This design comes from an exercise in tuning for small area on the open sky130 flow, not from production work.
Function was checked by simulation only, so behaviour that the tests miss may differ from the original.

==> flow/design.v (outline; a module is shown in full before it is edited, if it fits) <==
// module sprite_compositor: 2143 lines
// module sprite_compositor_fa: 4 lines
// module sprite_compositor_ha: 4 lines
// module sprite_compositor_mux2: 3 lines
// module sprite_compositor_csel: 4 lines
// module sprite_compositor_ao21: 3 lines
module sprite_compositor #(
  parameter int unsigned         NUM_OBJ  = 4,
  parameter int unsigned         COORD_W  = 10,
  parameter int unsigned         COLOR_W  = 24,
  parameter logic [COLOR_W-1:0]  BG_COLOR = '0
) (
  input  logic                         clk_i,
  input  logic                         reset_i,
  input  logic [COORD_W-1:0]           pixel_x_i,
  input  logic [COORD_W-1:0]           pixel_y_i,
  input  logic                         display_enable_i,
  input  logic                         frame_start_i,
  input  logic                         color_mode_i,
  input  logic [NUM_OBJ*COORD_W-1:0]   obj_x_i,
  input  logic [NUM_OBJ*COORD_W-1:0]   obj_y_i,
  input  logic [NUM_OBJ*COORD_W-1:0]   obj_w_i,
  input  logic [NUM_OBJ*COORD_W-1:0]   obj_h_i,
  input  logic [NUM_OBJ-1:0]           obj_circle_i,
  input  logic [NUM_OBJ*COLOR_W-1:0]   obj_color_i,
  input  logic [NUM_OBJ-1:0]           obj_en_i,
  output logic [COLOR_W-1:0]           rgb_o,
  output logic                         rgb_valid_o,
  output logic [NUM_OBJ-1:0]           hit_o,
  output logic [NUM_OBJ-1:0]           overlap_flags_o
);
  // ...
==> flow/flow/run.sh <==
#!/bin/bash
# The standard layout, with plain buf_1 cells as the port buffers
# (instead of the default choice, clkdlybuf4s50_1).
set -euo pipefail
export BUFFER_PORTS_ARGS="-buffer_cell sky130_fd_sc_hd__buf_1"
bash standard.sh > standard.log 2>&1
==> flow/standard.sh <==
#!/bin/bash
# synth_recipe.tcl (not shown) runs the flow's synth.tcl, then flattens the netlist and writes it again
# the make line also repeats each setting of config.mk as NAME=value (left out here)
make -C /OpenROAD-flow-scripts/flow DESIGN_CONFIG=/design/flow/config.mk WORK_HOME=/design/flow/orfs CLKGATE_MAP_FILE= SYNTH_SCRIPT=/design/flow/synth_recipe.tcl "${@:-finish}"
==> flow/config.mk <==
export PLATFORM = sky130hd
export DESIGN_NAME = sprite_compositor
export DESIGN_NICKNAME = sprite_compositor
export VERILOG_FILES = /design/flow/design.v
export SDC_FILE = /design/flow/constraint.sdc
export NUM_CORES = 4
export LEC_CHECK = 0
export CAP_MARGIN = 20
export CORE_MARGIN = 2
export CORE_UTILIZATION = 65
export CTS_BUF_LIST = sky130_fd_sc_hd__clkbuf_8 sky130_fd_sc_hd__clkbuf_16
export CTS_CLUSTER_DIAMETER = 70
export CTS_CLUSTER_SIZE = 20
export GPL_TIMING_DRIVEN = 0
export PLACE_DENSITY = 0.75
export SETUP_SLACK_MARGIN = 0.1
export SLEW_MARGIN = 20
export SYNTH_HIERARCHICAL = 1
export SYNTH_MINIMUM_KEEP_SIZE = 0
==> flow/constraint.sdc <==
create_clock -name core_clock -period 9.0 [get_ports {clk_i}]
set_input_delay 1.8000 -clock core_clock [delete_from_list [all_inputs] [get_ports {clk_i}]]
set_output_delay 1.8000 -clock core_clock [all_outputs]
set_load 0.01 [all_outputs]
==> impl_metrics.toml, run 1 <==
[finish]
areaGrowthSynthToFinish_pct = 10.6
flops_and_latches = 367
multi_input_area_share_pct = 59.2
fill_cells = 3482
reg_top3 = "sh_color_q x96, sh_x_q x44, sh_y_q x44"
largestClassByArea = "multi-input gates"
largest_register_ffs = 96
final_cells = 3753

[critical_path]
r2r-end = "rgb1_q[5]"
path_cells = "buf_1 > ha_1 > and2_1 > and2_1 > a21o_1 > a21o_1 > xnor2_2 > clkbuf_2 > nor2_1 > fa_1 > fa_1 > fa_1 > fa_1 > fa_1 > or2_2 > a21o_1 > a21o_1 > a21o_1 > mux2_4 > nor2_1 > and4b_2 > a222oi_1 > nand2_1"
path_buf_inv = 2
startpoint = "pixel_y_i[6]"
endpoint = "rgb1_q[5]"
r2r_setup_slack_ns = 0.55
reg2reg_from = "sh_w_q[36]"

[global_route]
busiest_layer = "met2"
grt-ovfl-total = 0
grt_use_total_pct = 32.8

[place]
placed_area_um2 = 34200
numPortBuffers = 321

[yosys]
synth-seq-area-share_pct = 31.6
synth-edff-count = 268
netlist_instances = 2699
ys_warn_count = 7

[clock_network]
cts_buffers = 29
clkLatencyLatePin_ns = 0.60
post_cts_buffers = 2
ctsHoldBuffers = 0

[route]
met1Wirelength_um = 29600
ant_nets = 0

[floorplanning]
coreArea_um2 = 48700
tap_cells = 664
die_y_um = 226

[timing]
holdWs_ns = 0.320
fin_crit_sh_pct = 98.2
setup_slack_ns = 0.163
max_freq_ghz = 0.113
finalCriticalPeriod_ns = 8.84

[status]
outcome = "no timing/DRC/antenna violations"
==> inputs of run 2 (changes only) <==
--- a/flow/config.mk
+++ b/flow/config.mk
@@ -8,10 +8,9 @@
 export CAP_MARGIN = 20
 export CORE_MARGIN = 2
 export CORE_UTILIZATION = 65
-export CTS_BUF_LIST = sky130_fd_sc_hd__clkbuf_8 sky130_fd_sc_hd__clkbuf_16
-export CTS_CLUSTER_DIAMETER = 70
-export CTS_CLUSTER_SIZE = 20
-export GPL_TIMING_DRIVEN = 0
+export CTS_CLUSTER_DIAMETER = 100
+export CTS_CLUSTER_SIZE = 24
+export GPL_TIMING_DRIVEN = 1
 export PLACE_DENSITY = 0.75
 export SETUP_SLACK_MARGIN = 0.1
 export SLEW_MARGIN = 20
==> run 2 against run 1 <==
Against the previous run:
- non-clock buffer count rose by 26
- wire length rose by 1.5%
- sequential share of layout area grew 0.096 points
- maximum frequency up 4.0%
- global-route usage increased by 0.62 points
- clock skew is 0.017 ns higher
- critical path type unchanged
- largest cell class unchanged
==> impl_metrics.toml, run 2 <==
[critical_path]
critPathRequiredTime_ns = 9.46
startpoint_type = "primary input"
crit_path_end_kind = "flop"
path_class = "primary input to flop"
cp.arrival_ns = 8.96
crit_fanout = 24

[yosys]
synth.top_cell.area_share_pct = 33.1
syn_nets = 3692
synthTopCellsByArea = "fa_1 (33%), edfxtp_1 (25%), ha_1 (6.9%)"
synth_most_common_cell = "fa_1"
netlist_instances = 2699
synth-edff-count = 268
synth_area_leader_cell = "fa_1"
synth_cell_types = 59
ys_seq_elements = 367
async_flop_share_pct = 4.09
synth_area_per_cell_um2 = 11.8
synth_common_cells = "fa_1 (528), nand2_1 (322), edfxtp_1 (268)"
ys.flop_type = "edfxtp_1"
ys_warn_count = 7
syn_area_um2 = 31900
synth-seq-area-share_pct = 31.6

[route]
drt_first_pass_iters = 6
ant_nets = 0
drt_iter0_drc = 1650
vias = 22000
drc = 0
viasPerCell = 5.84
finalWirelength_um = 81300
detail_route.wl_per_cell_um = 21.6

[clock_network]
post_cts_buffers = 0
root_buffer = "clkbuf_16"
cts_buffers = 22
clock_tree.buffer_depth = 3
ctsHoldBuffers = 0
cts_sinks = 367
cts_resized = 0
clkLatencyLatePin_ns = 0.58
clkTransAtPathRegs_ns = 0.10
cts_tree = "yes"
htreeDepth = 1

[timing]
rsz0062_at_grt = "no"
slew_violations = 0
setup_slack_ns = 0.504
fin_crit_sh_pct = 94.4
finalSetupViolCount = 0
hold_viol = 0
slew_headroom_pct = 25.1
finClkSkew_ns = 0.0364
worst_pin_slew_ns = 1.12
max_freq_ghz = 0.118
finalCriticalPeriod_ns = 8.50

[place]
gp_congestion = 0.944
placed_area_um2 = 34500
dp_hpwl_um = 67000
numPortBuffers = 321
dp_slack_ns = -0.0161

[finish]
reg_top3 = "sh_color_q x96, sh_x_q x44, sh_y_q x44"
layout_common_cells = "fa_1 (528), nand2_1 (322), buf_1 (320)"
largest-register = "sh_color_q"
largest_register_ffs = 96
fin_nets = 4075
layout-drive-gt1-share_pct = 6.62
areaGrowthSynthToFinish_pct = 10.2
final_area_um2 = 35200
mostFrequentLayoutCell = "fa_1"

[global_route]
grt_use_total_pct = 33.4
grt_pass1_wl_um = 128000
grt_start_max_net_pins = 115
grt_pass1_vias = 24000
grt-ovfl-total = 0
antenna_found_initial = 3

[job]
maxCapViolations = 0

[floorplanning]
initial_utilization_pct = 65.5
coreArea_um2 = 48700
rows = 81
die-area_um2 = 50900
ios = 322
die_w_um = 226
die_y_um = 226

[status]
outcome = "no timing/DRC/antenna violations"

[hold_path]
min_path_type = "flop to flop"
run 2: changes by cell type in the layout (fill, tap and decap cells not counted), moves of 5 or more:
| cell | previous run | this run |
|---|---|---|
| buf_12 | 7 | 2 |
| xor2_2 | 20 | 7 |
| inv_1 | 212 | 205 |
| clkbuf_16 | 30 | 22 |
| xor2_1 | 45 | 58 |
| buf_4 | 4 | 84 |
| clkbuf_1 | 41 | 9 |
| clkbuf_2 | 7 | 0 |
run 2: kinds of logic (layout without fill, tap and decap cells):
family / count (synthesis) / in the layout / share of synthesized area, %
simple gates: 858 / 858 / 13.2
mux: 8 / 8 / 0.329
xor+xnor: 83 / 83 / 2.53
other cells: 0 / 3 / 0
buf+inv: 287 / 686 / 3.37
flops: 367 / 367 / 31.6
compound gates: 384 / 384 / 8.66
fa+ha+maj: 712 / 712 / 40.2
run 2: worst max-delay path, cell delays in order:
cell and delay [ns]:
buf_1 0.36, buf_4 0.22, ha_1 0.27, a21o_1 0.20
a21o_1 0.23, a21o_1 0.22, a21o_1 0.18, xnor2_1 0.67
nor2_1 0.16, fa_1 0.59, fa_1 0.44, fa_1 0.51
fa_1 0.43, fa_1 0.49, or2_2 0.32, a21o_1 0.18
a21o_1 0.19, a21o_1 0.21, mux2_4 0.37, and4b_1 0.20
buf_4 0.23, a222oi_1 0.37, nand2_1 0.10
run 2: per-module statistics from Yosys (local to each module, per instance):
module	flops+latches	area, um2	cells inside	times used
sprite_compositor_ao21	0	7.51	1	188
sprite_compositor_mux2	0	15.0	1	4
sprite_compositor_ha	0	12.5	1	56
sprite_compositor_csel	0	18.8	3	24
sprite_compositor	367	18700	1851	1
sprite_compositor_fa	0	20.0	1	528
run 2: metrics by stage:
stage	instances	TNS [ns]	hold slack, ns	utilization, %
after global routing	3762	0	0.325	72.2
after floorplan	2699	0	0.310	-
after CTS	3762	0	0.322	72.2
after global placement	3722	0	0.310	70.8
final	3765	0	0.323	72.2
after detailed placement	3722	-0.0161	0.312	70.8
run 2: final timing paths:
check,from,end,slack [ns],cells past startpoint
max,pixel_y_i[3],rgb1_q[0],0.50,23
min,rgb1_q[20],rgb2_q[20],0.32,0
max reg2reg,sh_w_q[6],rgb1_q[0],0.77,22
min reg2reg,rgb1_q[20],rgb2_q[20],0.32,0
max in group asynchronous,reset_i,sh_en_q[2],7.20,2
min in group asynchronous,reset_i,sh_en_q[0],1.34,2
run 2: cell type report:
type	count	area (um2)
multi-input cells	2045	20800
fillers	3473	13500
flip-flops and latches	367	10100
repair buffers	407	1880
inverters	239	897
well taps	664	831
clock buffers	33	612
clock inverters	7	86.3
diodes	3	7.51
run 2: per-layer routing:
metal	routed length (um)	vias to the layer above	track usage (%)	part of all wire (%)
met5	25	-	0	0.031
li1	-	9693	-	-
met1	31000	11100	42.6	38
met3	6250	220	6.12	7.7
met4	3980	4	14.2	4.9
met2	40000	969	56.6	49
==> inputs of run 3 (changes only) <==
--- a/flow/config.mk
+++ b/flow/config.mk
@@ -10,9 +10,8 @@
 export CORE_UTILIZATION = 65
 export CTS_CLUSTER_DIAMETER = 100
 export CTS_CLUSTER_SIZE = 24
-export GPL_TIMING_DRIVEN = 1
+export GPL_TIMING_DRIVEN = 0
 export PLACE_DENSITY = 0.75
-export SETUP_SLACK_MARGIN = 0.1
 export SLEW_MARGIN = 20
 export SYNTH_HIERARCHICAL = 1
 export SYNTH_MINIMUM_KEEP_SIZE = 0
==> run 3 against run 2 <==
Against the previous run:
- still clean
- core utilization decreased by 0.43 points
- synthesized area unchanged
- sequential cell count unchanged
- non-clock buffer count decreased by 26
- register-to-register slack got worse by 0.22 ns
- global-route usage decreased by 0.64 points
- hold slack got worse by 0.0020 ns
- wire length decreased by 1.8%
- maximum frequency decreased by 4.5%
- cell area decreased by 0.59%
- critical endpoint is now rgb1_q[5]
==> impl_metrics.toml, run 3 <==
[route]
drt_first_pass_iters = 6
drc = 0
ant_nets = 0
detail_route.wl_per_cell_um = 21.4
drt_iter0_drc = 1503
finalWirelength_um = 79900
vias = 21900
viasPerCell = 5.86

[floorplanning]
ios = 322
rows = 81
die_y_um = 226
coreArea_um2 = 48700
die_w_um = 226
die-area_um2 = 50900
initial_utilization_pct = 65.5

[clock_network]
cts_buffers = 21
clock_tree.buffer_depth = 3
clkLatencyLatePin_ns = 0.57
htreeDepth = 1
clkTransAtPathRegs_ns = 0.09
cts_tree = "yes"
root_buffer = "clkbuf_16"
cts_sinks = 367

[critical_path]
path_class = "primary input to flop"
reg2reg_from = "sh_w_q[36]"
cp.arrival_ns = 9.31
crit_fanout = 24
reg2regPathDepth = 22
r2r_setup_slack_ns = 0.55
r2r-end = "rgb1_q[5]"
startpoint_type = "primary input"
crit_path_end_kind = "flop"
critPathRequiredTime_ns = 9.42

[timing]
fin_crit_sh_pct = 98.8
finClkSkew_ns = 0.0169
worst_pin_slew_ns = 1.14
finalCriticalPeriod_ns = 8.90
slew_headroom_pct = 23.5
rsz0062_at_grt = "no"
setup_slack_ns = 0.105
max_freq_ghz = 0.112
slew_violations = 0
hold_viol = 0
finalSetupViolCount = 0

[yosys]
ys_seq_elements = 367
synth-edff-count = 268
netlist_instances = 2699
synth_area_per_cell_um2 = 11.8
syn_area_um2 = 31900
synth_area_leader_cell = "fa_1"
synth_common_cells = "fa_1 (528), nand2_1 (322), edfxtp_1 (268)"
ys_warn_count = 7
synth-seq-area-share_pct = 31.6
synth_cell_types = 59
async_flop_share_pct = 4.09
synth.top_cell.area_share_pct = 33.1
synthTopCellsByArea = "fa_1 (33%), edfxtp_1 (25%), ha_1 (6.9%)"
synth_most_common_cell = "fa_1"
syn_nets = 3692
ys.flop_type = "edfxtp_1"

[global_route]
met3_usage_pct = 6.73
busiest_layer = "met2"
antenna_found_initial = 4
grt_pass1_wl_um = 126000
grt_use_total_pct = 32.8
grt-ovfl-total = 0
grt_pass1_vias = 24000
grt_start_max_net_pins = 38
gr-usage-met1_pct = 39.6
met2_usage_pct = 55.4

[hold_path]
hold_end = "rgb2_q[12]"
hold_depth = 0
min_path_type = "flop to flop"
hold_path.startpoint = "rgb1_q[12]"

[finish]
areaGrowthSynthToFinish_pct = 9.57
layout-drive-gt1-share_pct = 4.99
layout_common_cells = "fa_1 (528), nand2_1 (322), buf_1 (319)"
mostFrequentLayoutCell = "fa_1"
final_util_pct = 71.8
fin_nets = 4048
final_area_um2 = 35000
final_cells = 3736
fill_cells = 3527
largest-register = "sh_color_q"
reg_top3 = "sh_color_q x96, sh_x_q x44, sh_y_q x44"
largest_register_ffs = 96

[place]
dp_slack_ns = -1.26
dp_hpwl_um = 65900
numPortBuffers = 321
placed_area_um2 = 34200
placed_cells = 3694
gp_congestion = 0.936

[status]
outcome = "no timing/DRC/antenna violations"

[job]
maxCapViolations = 0
==> run 3: timing repair <==
action / CTS / global route
setup endpoints to repair: 24 / 24
setup buffers: 2 / 0
endpoints found under the hold margin: 0 / 0
pin swaps: 2 / 1
hold buffers: 0 / 0
resized for setup: 6 / 22
==> run 3: kinds of logic (layout without fill, tap and decap cells) <==
logic type	after synthesis	in the layout	share of synthesized area, %
AND/OR/NAND/NOR	858	858	13.2
adder cells (fa/ha/maj)	712	712	40.2
AO/OA/AOI/OAI	384	384	8.66
flip-flops	367	367	31.6
buffers and inverters	287	657	3.37
multiplexers	8	8	0.329
XOR/XNOR	83	83	2.53
other	0	3	0
==> run 3: layout make-up <==
| type | count | area (um2) | area share (%) |
|---|---|---|---|
| Multi-Input combinational cell | 2045 | 20900 | 59.7 |
| Sequential cell | 367 | 10100 | 28.9 |
| Timing Repair Buffer | 333 | 1410 | 4.01 |
| Inverter | 239 | 901 | 2.57 |
| Tap cell | 664 | 831 | 2.37 |
| Clock buffer | 31 | 573 | 1.64 |
| Buffer | 48 | 188 | 0.536 |
| Clock inverter | 6 | 97.6 | 0.279 |
| Antenna cell | 3 | 7.51 | 0.0215 |
==> run 3: layer usage <==
metal  up-vias  wire [um]  part of all wire, %
li1       9636          -                    -
met1     11100      29600                   37
met2       935      39100                   49
met3       244       6370                  8.0
met4         6       4810                  6.0
met5         -         40                0.050
==> run 3: per-stage QoR <==
| step | hold WS (ns) | TNS, ns |
|---|---|---|
| floorplan | 0.310 | 0 |
| global placement | 0.310 | -1005.44 |
| detailed placement | 0.312 | -26.66 |
| CTS | 0.327 | 0 |
| global route | 0.328 | 0 |
| finish | 0.321 | 0 |
==> run 3: critical path, cell delays in order <==
cell and delay, ns:
buf_1 0.12, clkinvlp_4 0.33, ha_1 0.36, inv_1 0.06
a21o_1 0.19, a21o_1 0.31, a21o_1 0.18, xor2_1 0.71
nand2b_1 0.19, fa_1 0.47, fa_1 0.39, fa_1 0.39
fa_1 0.48, fa_1 0.41, fa_1 0.49, or2_2 0.33
a21o_1 0.18, a21o_1 0.18, a21o_1 0.17, mux2_4 0.27
and4b_2 0.45, a222oi_1 0.75, nand2_1 0.10
==> run 3: how the worst max path moves through the flow <==
stage | to | cells past startpoint | slack, ns | startpoint
final | rgb1_q[5] | 23 | 0.10 | pixel_y_i[0]
after global routing | rgb1_q[5] | 24 | 0.02 | pixel_x_i[1]
after CTS | rgb1_q[5] | 25 | 0.004 | pixel_y_i[0]
after detailed placement | rgb1_q[5] | 23 | -1.26 | pixel_y_i[1]
after global placement | ovl_q[1] | 5 | -3.89 | frame_start_i
after floorplan | rgb1_q[0] | 21 | 0.33 | pixel_y_i[1]
==> run 3: per-module statistics from Yosys, one instance, submodules excluded <==
module | cell area [um2] | cells inside
sprite_compositor | 18700 | 1851
sprite_compositor_ha | 12.5 | 1
sprite_compositor_fa | 20.0 | 1
sprite_compositor_ao21 | 7.51 | 1
sprite_compositor_mux2 | 15.0 | 1
sprite_compositor_csel | 18.8 | 3
==> inputs of run 4 (changes only) <==
--- a/flow/config.mk
+++ b/flow/config.mk
@@ -12,6 +12,7 @@
 export CTS_CLUSTER_SIZE = 24
 export GPL_TIMING_DRIVEN = 0
 export PLACE_DENSITY = 0.75
+export SETUP_SLACK_MARGIN = 0.1
 export SLEW_MARGIN = 20
 export SYNTH_HIERARCHICAL = 1
 export SYNTH_MINIMUM_KEEP_SIZE = 0
==> run 4 against run 3 <==
Against the previous run:
- via count barely moved
- still clean
- sequential cell count did not move
- critical endpoint unchanged
- highest routed layer unchanged
- largest cell class unchanged
- worst setup slack improved by 0.067 ns
==> impl_metrics.toml, run 4 <==
[critical_path]
cp.arrival_ns = 9.25
critPathRequiredTime_ns = 9.42
r2r_setup_slack_ns = 0.57
crit_fanout = 24
crit_path_end_kind = "flop"
startpoint_type = "primary input"
path_class = "primary input to flop"
reg2regPathDepth = 24

[finish]
largest-register = "sh_color_q"
final_cells = 3739
mostFrequentLayoutCell = "fa_1"
areaGrowthSynthToFinish_pct = 9.79
multi_input_area_um2 = 20900
fill_cells = 3511
largest_register_ffs = 96
layout_common_cells = "fa_1 (528), nand2_1 (322), buf_1 (316)"
fin_nets = 4049
seq_area_um2 = 10100
reg_top3 = "sh_color_q x96, sh_x_q x44, sh_y_q x44"
layout-drive-gt1-share_pct = 5.28

[yosys]
synth_cell_types = 59
synth_area_leader_cell = "fa_1"
ys_seq_elements = 367
ys.flop_type = "edfxtp_1"
synth_area_per_cell_um2 = 11.8
synthTopCellsByArea = "fa_1 (33%), edfxtp_1 (25%), ha_1 (6.9%)"
netlist_instances = 2699
synth_common_cells = "fa_1 (528), nand2_1 (322), edfxtp_1 (268)"
syn_nets = 3692
synth-seq-area-share_pct = 31.6
async_flop_share_pct = 4.09
ys_warn_count = 7
synth.top_cell.area_share_pct = 33.1
synth-edff-count = 268
syn_area_um2 = 31900
synth_most_common_cell = "fa_1"

[timing]
rsz0062_at_grt = "no"
slew_headroom_pct = 26.4
finalSetupTns_ns = 0
holdWs_ns = 0.321
finalCriticalPeriod_ns = 8.83
finClkSkew_ns = 0.0166
fin_crit_sh_pct = 98.1
setup_slack_ns = 0.172
finalSetupViolCount = 0
slew_violations = 0
max_freq_ghz = 0.113
worst_pin_slew_ns = 1.10
hold_viol = 0

[route]
vias = 21900
detail_route.wl_per_cell_um = 21.4
ant_nets = 0
drc = 0
finalWirelength_um = 79800
drt_first_pass_iters = 6
viasPerCell = 5.85
drt_iter0_drc = 1448

[job]
maxCapViolations = 0

[clock_network]
htreeDepth = 1
cts_sinks = 367
clkLatencyLatePin_ns = 0.56
cts_tree = "yes"
root_buffer = "clkbuf_16"
cts_buffers = 21
clock_tree.buffer_depth = 3
clkTransAtPathRegs_ns = 0.09

[floorplanning]
die_w_um = 226
ios = 322
coreArea_um2 = 48700
initial_utilization_pct = 65.5
die-area_um2 = 50900
rows = 81
die_y_um = 226

[status]
outcome = "no timing/DRC/antenna violations"

[global_route]
grt_start_max_net_pins = 38
grt_pass1_wl_um = 126000
antenna_found_initial = 4
grt_pass1_vias = 24000
grt-ovfl-total = 0
grt_use_total_pct = 32.8

[hold_path]
min_path_type = "flop to flop"
hold_depth = 0

[place]
dp_slack_ns = -1.26
numPortBuffers = 321
gp_congestion = 0.936
placed_cells = 3694
dp_hpwl_um = 65900
## run 4: cell counts after synthesis
No cell type changed its count.
## run 4: cell type report
type | instances | share of cell area [%]
plain buffers | 48 | 0.539
inverters | 239 | 2.57
clock buffers | 31 | 1.63
multi-input cells | 2045 | 59.7
well taps | 664 | 2.37
diodes | 5 | 0.0357
flip-flops and latches | 367 | 28.8
clock inverters | 6 | 0.278
repair buffers | 334 | 4.07
## run 4: final timing paths
path	start	to
max	pixel_x_i[6]	rgb1_q[5]
min	rgb1_q[12]	rgb2_q[12]
min in group asynchronous	reset_i	ovl_q[2]
max in group asynchronous	reset_i	v2_q
max reg2reg	sh_w_q[26]	rgb1_q[5]
min reg2reg	rgb1_q[12]	rgb2_q[12]
## run 4: modules after synthesis, one instance, submodules excluded
module,area [um2],cells inside,flip-flops and latches,times used
sprite_compositor,18700,1851,367,1
sprite_compositor_ao21,7.51,1,0,188
sprite_compositor_csel,18.8,3,0,24
sprite_compositor_fa,20.0,1,0,528
sprite_compositor_ha,12.5,1,0,56
sprite_compositor_mux2,15.0,1,0,4
## run 4: kinds of logic (layout without fill, tap and decap cells)
group	Yosys count	after routing	synth area share [%]
xor+xnor	83	83	2.53
flops	367	367	31.6
buf+inv	287	658	3.37
mux	8	8	0.329
fa+ha+maj	712	712	40.2
other cells	0	5	0
compound gates	384	384	8.66
simple gates	858	858	13.2
## run 4: metrics by stage
stage / util (%) / area, um2
after floorplan: - / 32000
after global placement: 69.7 / 34000
after detailed placement: 70.1 / 34200
after CTS: 71.6 / 34900
after global routing: 71.9 / 35100
final: 71.9 / 35100
## run 4: metal layers
layer	part of all wire [%]	global-route usage (%)	up-vias
met5	0.050	0	-
met4	6.0	17.9	6
met3	8.2	6.74	249
met2	49	55.4	913
met1	37	39.6	11100
li1	-	-	9637
## run 4: timing repair
action                     CTS  global route
setup endpoints to repair   24            24
resized for setup            9            29
buffers inserted             2             1
pin swaps                    2             1
cloned                       0             0
hold buffers                 0             0
## run 4: critical path, stage by stage
cell,delay (ns)
buf_1,0.42
ha_1,0.40
and2_1,0.20
a21o_1,0.18
a21o_1,0.20
a21o_1,0.18
xnor2_1,0.48
clkbuf_2,0.36
nor2_1,0.11
fa_1,0.45
fa_1,0.42
fa_1,0.57
fa_1,0.44
fa_1,0.49
or2_2,0.33
a21o_1,0.18
a21o_1,0.18
a21o_1,0.17
mux2_4,0.37
and4b_2,0.44
a222oi_1,0.75
nand2_1,0.10
==> inputs of run 5 (changes only) <==
--- a/flow/config.mk
+++ b/flow/config.mk
@@ -7,11 +7,11 @@
 export LEC_CHECK = 0
 export CAP_MARGIN = 20
 export CORE_MARGIN = 2
-export CORE_UTILIZATION = 65
+export CORE_UTILIZATION = 85
 export CTS_CLUSTER_DIAMETER = 100
 export CTS_CLUSTER_SIZE = 24
 export GPL_TIMING_DRIVEN = 0
-export PLACE_DENSITY = 0.75
+export PLACE_DENSITY = 0.92
 export SETUP_SLACK_MARGIN = 0.1
 export SLEW_MARGIN = 20
 export SYNTH_HIERARCHICAL = 1
==> run 5 against run 4 <==
Against the previous run:
- the run now fails in global routing (5_1_grt)
- synthesized cell count unchanged
- synthesized area unchanged
==> impl_metrics.toml, run 5 <==
[status]
outcome = "aborted with a tool error"
haltStage = "global routing (5_1_grt)"
error_line = "[ERROR GRT-0116] Global routing finished with congestion. Check the congestion regions in the DRC Viewer."

[yosys]
synth_most_common_cell = "fa_1"
syn_area_um2 = 31900
synthTopCellsByArea = "fa_1 (33%), edfxtp_1 (25%), ha_1 (6.9%)"
ys_seq_elements = 367
async_flop_share_pct = 4.09
synth_cell_types = 59
ys_warn_count = 7
netlist_instances = 2699
synth_area_leader_cell = "fa_1"
ys.flop_type = "edfxtp_1"
synth.top_cell.area_share_pct = 33.1
synth_area_per_cell_um2 = 11.8
synth-edff-count = 268
syn_nets = 3692
synth_common_cells = "fa_1 (528), nand2_1 (322), edfxtp_1 (268)"
synth-seq-area-share_pct = 31.6

[place]
placed_cells = 3504
numPortBuffers = 321
gp_congestion = 1.01
dp_hpwl_um = 75500
placed_area_um2 = 34000

[global_route]
grt_start_max_net_pins = 38

[clock_network]
htreeDepth = 1
clock_tree.buffer_depth = 3
ctsHoldBuffers = 0
cts_buffers = 21
cts_sinks = 367
root_buffer = "clkbuf_16"

[floorplanning]
die_w_um = 198
rows = 71
initial_utilization_pct = 85.6
die_y_um = 198
ios = 322
-- run 5: stage by stage --
stage | utilization [%] | TNS [ns] | worst slack, ns | hold slack (ns)
after floorplan | - | 0 | 0.329 | 0.310
after global placement | 90.5 | -915.70 | -3.50 | 0.310
after detailed placement | 91.0 | -26.39 | -1.19 | 0.312
after CTS | 93.2 | 0 | 0.109 | 0.320
-- run 5: modules after synthesis, one instance, submodules excluded --
module / flops+latches / copies in the design
sprite_compositor: 367 / 1
sprite_compositor_ao21: 0 / 188
sprite_compositor_csel: 0 / 24
sprite_compositor_fa: 0 / 528
sprite_compositor_ha: 0 / 56
sprite_compositor_mux2: 0 / 4
-- run 5: how the worst max path moves through the flow --
stage | depth (start not counted) | from | to | slack [ns]
after detailed placement | 23 | pixel_y_i[1] | rgb1_q[12] | -1.19
after CTS | 25 | pixel_x_i[0] | rgb1_q[12] | 0.11
after floorplan | 21 | pixel_y_i[1] | rgb1_q[0] | 0.33
after global placement | 5 | frame_start_i | ovl_q[1] | -3.50
-- run 5: cells by family after synthesis --
logic type,after synthesis,share of synthesized area [%]
xor gates and xnor gates,83,2.53
and+or+nand+nor,858,13.2
buffers and inverters,287,3.37
adders and majority gates,712,40.2
AOI/OAI and AO/OA,384,8.66
muxes,8,0.329
DFF,367,31.6
-- run 5: timing repair --
action / CTS
gates resized for setup: 26
setup endpoints to repair: 24
setup buffers: 4
pin swaps: 2
==> inputs of run 6 (changes only) <==
--- a/flow/config.mk
+++ b/flow/config.mk
@@ -7,11 +7,11 @@
 export LEC_CHECK = 0
 export CAP_MARGIN = 20
 export CORE_MARGIN = 2
-export CORE_UTILIZATION = 85
+export CORE_UTILIZATION = 75
 export CTS_CLUSTER_DIAMETER = 100
 export CTS_CLUSTER_SIZE = 24
 export GPL_TIMING_DRIVEN = 0
-export PLACE_DENSITY = 0.92
+export PLACE_DENSITY = 0.82
 export SETUP_SLACK_MARGIN = 0.1
 export SLEW_MARGIN = 20
 export SYNTH_HIERARCHICAL = 1
==> run 6 against run 5 <==
Against the previous run:
- now clean on timing, DRC and antenna
- synthesized area unchanged
- synthesized cell count unchanged
==> impl_metrics.toml, run 6 <==
[status]
outcome = "no timing/DRC/antenna violations"

[critical_path]
slowest_delay_ns = 0.78
crit_path_end_kind = "flop"
cpMaxStageDelayCell = "xor2_1"
r2r-end = "rgb1_q[2]"
crit_family = "adder cells"
startpoint_type = "primary input"
critPathRequiredTime_ns = 9.45
reg2regPathDepth = 24
cp_common_cell = "a21o_1"
startpoint = "pixel_x_i[0]"
path_class = "primary input to flop"
reg2reg_from = "sh_w_q[26]"
crit_fanout = 15
r2r_setup_slack_ns = 0.63
cp.arrival_ns = 9.30
path_buf_inv = 4
cp_num_cells = 25

[floorplanning]
die-area_um2 = 44300
rows = 75
coreArea_um2 = 41900
initial_utilization_pct = 76.1
die_y_um = 210
die_w_um = 210
ios = 322

[global_route]
grt_start_max_net_pins = 38
grt_pass1_wl_um = 130000
grt-ovfl-total = 0
grt_use_total_pct = 39.3
grt_pass1_vias = 24700
antenna_found_initial = 11

[clock_network]
clock_tree.buffer_depth = 3
cts_tree = "yes"
clkLatencyLatePin_ns = 0.59
cts_buffers = 22
clkTransAtPathRegs_ns = 0.10
ctsHoldBuffers = 0
root_buffer = "clkbuf_16"
cts_sinks = 367
htreeDepth = 1

[yosys]
syn_area_um2 = 31900
netlist_instances = 2699
synth.top_cell.area_share_pct = 33.1
synth-seq-area-share_pct = 31.6
syn_nets = 3692
synth_area_leader_cell = "fa_1"
synth-edff-count = 268
ys_warn_count = 7
ys_seq_elements = 367
ys.flop_type = "edfxtp_1"
synth_common_cells = "fa_1 (528), nand2_1 (322), edfxtp_1 (268)"
synth_area_per_cell_um2 = 11.8
synthTopCellsByArea = "fa_1 (33%), edfxtp_1 (25%), ha_1 (6.9%)"
async_flop_share_pct = 4.09
synth_most_common_cell = "fa_1"
synth_cell_types = 59

[finish]
final_area_um2 = 34900
largest_register_ffs = 96
areaGrowthSynthToFinish_pct = 9.32
seq_area_um2 = 10100
layout-drive-gt1-share_pct = 5.04
fill_cells = 2338
fin_nets = 4050
final_util_pct = 83.2
layout_common_cells = "fa_1 (528), nand2_1 (322), buf_1 (319)"
mostFrequentLayoutCell = "fa_1"
multi_input_area_um2 = 20900
largest-register = "sh_color_q"
reg_top3 = "sh_color_q x96, sh_x_q x44, sh_y_q x44"

[timing]
slew_violations = 0
slew_headroom_pct = 24.6
hold_viol = 0
finClkSkew_ns = 0.0191
max_freq_ghz = 0.113
finalCriticalPeriod_ns = 8.85
worst_pin_slew_ns = 1.12
finalSetupViolCount = 0
rsz0062_at_grt = "yes"
fin_crit_sh_pct = 98.3
setup_slack_ns = 0.151

[hold_path]
hold_path.startpoint = "hit2_q[1]"
hold_depth = 0
min_path_type = "flop to flop"
hold_end = "hit_q[1]"

[route]
finalWirelength_um = 83700
detail_route.wl_per_cell_um = 23.1
drt_iter0_drc = 2207
drt_first_pass_iters = 6
vias = 22600
drc = 0
viasPerCell = 6.24
ant_nets = 0

[place]
gp_congestion = 0.988
dp_slack_ns = -1.05
dp_hpwl_um = 67300
numPortBuffers = 321
placed_area_um2 = 34000

[job]
maxCapViolations = 0
[run 6: cell counts after synthesis]
No cell type changed its count.
[run 6: cell type report]
cell class | instances | share of cell area (%)
multi-input cells | 2045 | 59.7
flip-flops and latches | 367 | 28.9
repair buffers | 334 | 4.07
inverters | 239 | 2.58
well taps | 539 | 1.93
clock buffers | 31 | 1.73
plain buffers | 48 | 0.541
clock inverters | 9 | 0.380
diodes | 11 | 0.0788
[run 6: logic make-up (layout without fill, tap and decap cells)]
kind of cell	after synthesis	after routing	share of synthesized area, %
simple gates	858	858	13.2
fa+ha+maj	712	712	40.2
compound gates	384	384	8.66
flops	367	367	31.6
buf+inv	287	661	3.37
xor+xnor	83	83	2.53
mux	8	8	0.329
other cells	0	11	0
[run 6: worst max-delay path by stage]
stage,endpoint,slack [ns]
floorplan,rgb1_q[0],0.33
global placement,ovl_q[1],-3.69
detailed placement,rgb1_q[2],-1.05
CTS,rgb1_q[2],0.01
global route,rgb1_q[2],0.03
finish,rgb1_q[2],0.15
[run 6: per-layer routing]
metal / routed length, um / GRT usage, %
met1: 30000 / 49.8
met2: 40500 / 64.5
met3: 8690 / 10.0
met4: 4490 / 17.8
met5: 61 / 0
[run 6: per-module statistics from Yosys, one instance, submodules excluded]
module / flip-flops and latches / cell area [um2] / times used / cells inside
sprite_compositor: 367 / 18700 / 1 / 1851
sprite_compositor_fa: 0 / 20.0 / 528 / 1
sprite_compositor_csel: 0 / 18.8 / 24 / 3
sprite_compositor_mux2: 0 / 15.0 / 4 / 1
sprite_compositor_ha: 0 / 12.5 / 56 / 1
sprite_compositor_ao21: 0 / 7.51 / 188 / 1
[run 6: what timing repair did]
item | CTS | global route
pin swaps | 1 | 1
setup buffers | 2 | 0
setup endpoints to repair | 24 | 24
gates resized for setup | 5 | 25
[run 6: metrics by stage]
step / hold slack, ns / TNS (ns) / std cells
global placement: 0.310 / -966.29 / 3559
global route: 0.328 / 0 / 3615
CTS: 0.319 / 0 / 3612
detailed placement: 0.312 / -21.27 / 3570
floorplan: 0.310 / 0 / 2699
finish: 0.322 / 0 / 3623
==> inputs of run 7 (changes only) <==
--- a/flow/config.mk
+++ b/flow/config.mk
@@ -7,11 +7,12 @@
 export LEC_CHECK = 0
 export CAP_MARGIN = 20
 export CORE_MARGIN = 2
-export CORE_UTILIZATION = 75
-export CTS_CLUSTER_DIAMETER = 100
-export CTS_CLUSTER_SIZE = 24
+export CORE_UTILIZATION = 65
+export CTS_BUF_LIST = sky130_fd_sc_hd__clkbuf_4
+export CTS_CLUSTER_DIAMETER = 40
+export CTS_CLUSTER_SIZE = 10
 export GPL_TIMING_DRIVEN = 0
-export PLACE_DENSITY = 0.82
+export PLACE_DENSITY = 0.75
 export SETUP_SLACK_MARGIN = 0.1
 export SLEW_MARGIN = 20
 export SYNTH_HIERARCHICAL = 1
==> run 7 against run 6 <==
Against the previous run:
- synthesized cell count unchanged
- cell area is 0.80% higher
- die area is 15% higher
- clock skew up 0.038 ns
- synthesized area unchanged
- sequential share of layout area down 0.23 points
- count of clock-buffer cells in the layout grew 42
- global-route usage is 6.3 points lower
==> impl_metrics.toml, run 7 <==
[finish]
largest_register_ffs = 96
layout_common_cells = "fa_1 (528), nand2_1 (322), buf_1 (319)"
layout-drive-gt1-share_pct = 6.73
areaGrowthSynthToFinish_pct = 10.2
reg_top3 = "sh_color_q x96, sh_x_q x44, sh_y_q x44"
fin_nets = 4083
largest-register = "sh_color_q"
mostFrequentLayoutCell = "fa_1"
final_area_um2 = 35200

[critical_path]
startpoint_type = "primary input"
cpMaxStageDelayCell = "a222oi_1"
slowest_delay_ns = 0.76
critPathRequiredTime_ns = 9.72
crit_fanout = 24
cp_common_cell = "a21o_1"
crit_family = "adder cells"
path_buf_inv = 4
cp.arrival_ns = 9.49
path_class = "primary input to flop"
crit_path_end_kind = "flop"

[status]
outcome = "no timing/DRC/antenna violations"

[timing]
finalSetupViolCount = 0
max_freq_ghz = 0.114
slew_headroom_pct = 24.5
slew_violations = 0
hold_viol = 0
finalCriticalPeriod_ns = 8.77
holdWs_ns = 0.305
worst_pin_slew_ns = 1.13
finClkSkew_ns = 0.0569
rsz0062_at_grt = "no"
fin_crit_sh_pct = 97.4

[route]
drc = 0
vias = 22100
finalWirelength_um = 79800
detail_route.wl_per_cell_um = 21.0
drt_first_pass_iters = 6
ant_nets = 0
drt_iter0_drc = 1434
viasPerCell = 5.80

[clock_network]
cts_sinks = 367
clkTransAtPathRegs_ns = 0.10
cts_buffers = 56
clock_tree.buffer_depth = 3
clkLatencyLatePin_ns = 0.86
root_buffer = "clkbuf_4"
htreeDepth = 2
cts_tree = "yes"

[place]
gp_congestion = 0.936
placed_area_um2 = 34200
numPortBuffers = 321
dp_hpwl_um = 65900

[floorplanning]
rows = 81
die_y_um = 226
ios = 322
coreArea_um2 = 48700
die-area_um2 = 50900
die_w_um = 226
initial_utilization_pct = 65.5

[yosys]
ys_warn_count = 7
ys.flop_type = "edfxtp_1"
synth_cell_types = 59
synth_area_per_cell_um2 = 11.8
synth-edff-count = 268
synth_most_common_cell = "fa_1"
netlist_instances = 2699
ys_seq_elements = 367
syn_area_um2 = 31900
synth-seq-area-share_pct = 31.6
synth_common_cells = "fa_1 (528), nand2_1 (322), edfxtp_1 (268)"
synth.top_cell.area_share_pct = 33.1
syn_nets = 3692
async_flop_share_pct = 4.09
synth_area_leader_cell = "fa_1"
synthTopCellsByArea = "fa_1 (33%), edfxtp_1 (25%), ha_1 (6.9%)"

[hold_path]
min_path_type = "flop to flop"

[job]
maxCapViolations = 0

[global_route]
grt_pass1_vias = 24300
antenna_found_initial = 5
grt_pass1_wl_um = 126000
grt_use_total_pct = 32.9
grt-ovfl-total = 0
grt_start_max_net_pins = 38
==> run 7: kinds of logic after synthesis <==
logic type      Yosys count  synth area share, %
flops                   367                 31.6
buf+inv                 287                 3.37
simple gates            858                 13.2
compound gates          384                 8.66
xor+xnor                 83                 2.53
mux                       8                0.329
fa+ha+maj               712                 40.2
==> run 7: path summary, 6_finish.rpt <==
kind,slack (ns),end,cells after the start,from
worst max register to register,0.54,rgb1_q[5],22,sh_w_q[36]
worst min register to register,0.31,rgb_q[0],0,rgb2_q[0]
min in group asynchronous,1.06,sh_en_q[3],2,reset_i
worst min-delay path,0.31,rgb_q[0],0,rgb2_q[0]
worst max-delay path,0.23,rgb1_q[5],25,pixel_y_i[0]
max in group asynchronous,7.42,acc_q[2],2,reset_i
==> run 7: routing by layer <==
| metal | GRT usage, % | vias up | wire length (um) |
|---|---|---|---|
| met5 | 0 | - | 13 |
| met2 | 55.3 | 940 | 39400 |
| met3 | 7.78 | 252 | 6800 |
| li1 | - | 9770 | - |
| met4 | 18.8 | 2 | 4530 |
| met1 | 39.2 | 11100 | 29100 |
==> run 7: Yosys stat by module, one instance, submodules excluded <==
module / flops+latches / cells / area (um2)
sprite_compositor_ha: 0 / 1 / 12.5
sprite_compositor_ao21: 0 / 1 / 7.51
sprite_compositor: 367 / 1851 / 18700
sprite_compositor_fa: 0 / 1 / 20.0
sprite_compositor_csel: 0 / 3 / 18.8
sprite_compositor_mux2: 0 / 1 / 15.0
==> run 7: layout make-up <==
cell class                      instances  area, um2
Clock buffer                           73        548
Sequential cell                       367      10100
Fill cell                            3530      13600
Antenna cell                            6       15.0
Inverter                              239        897
Buffer                                 48        184
Timing Repair Buffer                  333       1410
Clock inverter                         32        410
Multi-Input combinational cell       2045      20800
Tap cell                              664        831
==> run 7: timing repair <==
item                                    in CTS  in global routing
endpoints found under the setup margin      24                 24
gates resized for setup                      3                  8
hold buffers                                 0                  0
buffers inserted                             2                  0
pin swaps                                    2                  0
==> run 7: worst reg2reg max path: stages, from the launching register on <==
cell,delay [ns]
edfxtp_1,0.61
inv_1,0.20
nor2_1,0.17
fa_1,0.45
fa_1,0.40
fa_1,0.39
fa_1,0.38
fa_1,0.40
fa_1,0.39
fa_1,0.48
fa_1,0.45
fa_1,0.39
fa_1,0.53
fa_1,0.44
or2_2,0.32
a21o_1,0.18
a21o_1,0.15
a21o_1,0.14
a21o_1,0.16
mux2_4,0.37
and4b_2,0.45
a222oi_1,0.77
nand2_1,0.10
==> run 7: per-stage QoR <==
| stage | setup WS [ns] | cells | setup TNS [ns] | utilization, % |
|---|---|---|---|---|
| after floorplan | 0.329 | 2699 | 0 | - |
| after global placement | -3.89 | 3684 | -1005.44 | 69.7 |
| after detailed placement | -1.26 | 3694 | -26.66 | 70.1 |
| after CTS | 0.166 | 3801 | 0 | 72.1 |
| after global routing | 0.122 | 3803 | 0 | 72.2 |
| final | 0.231 | 3807 | 0 | 72.2 |

port drivers added, routing unchanged:
No port has a modelled driver above. Below, the same layouts with a new extraction and two added sets of constraints. Step 1 sets driving cells, clkbuf_16 on the clock port and buf_2 on the other inputs (assumed; they add their load-dependent delay and slew). Step 2 also shifts input and output timing later by t, the mid clock arrival at the registers, as if the neighbouring blocks saw the same clock. a / b / c = no drivers / after step 1 / after step 2; a / b = the first two.
| run | shift t [ns] | slack for setup (ns) | clock arrival spread, ns | slew at the worst register clock pin (ns) |
|---|---|---|---|---|
| run 1 | 0.655 | 0.163 / 0.194 / -0.461 | 0.021 / 0.021 | 0.08 / 0.08 |
| run 2 | 0.627 | 0.504 / 0.533 / -0.093 | 0.037 / 0.037 | 0.10 / 0.10 |
| run 3 | 0.617 | 0.105 / 0.138 / -0.479 | 0.021 / 0.022 | 0.10 / 0.10 |
| run 4 | 0.615 | 0.172 / 0.204 / -0.411 | 0.021 / 0.021 | 0.10 / 0.10 |
| run 6 | 0.648 | 0.151 / 0.189 / -0.459 | 0.027 / 0.026 | 0.10 / 0.10 |
| run 7 | 0.880 | 0.231 / 0.259 / -0.621 | 0.066 / 0.066 | 0.12 / 0.12 |
Met with ideal ports but missed after step 2: setup timing in every run listed. The setup slack of run 7, which loses most, moves by +0.028 ns with the drivers and by -0.852 ns with both steps.
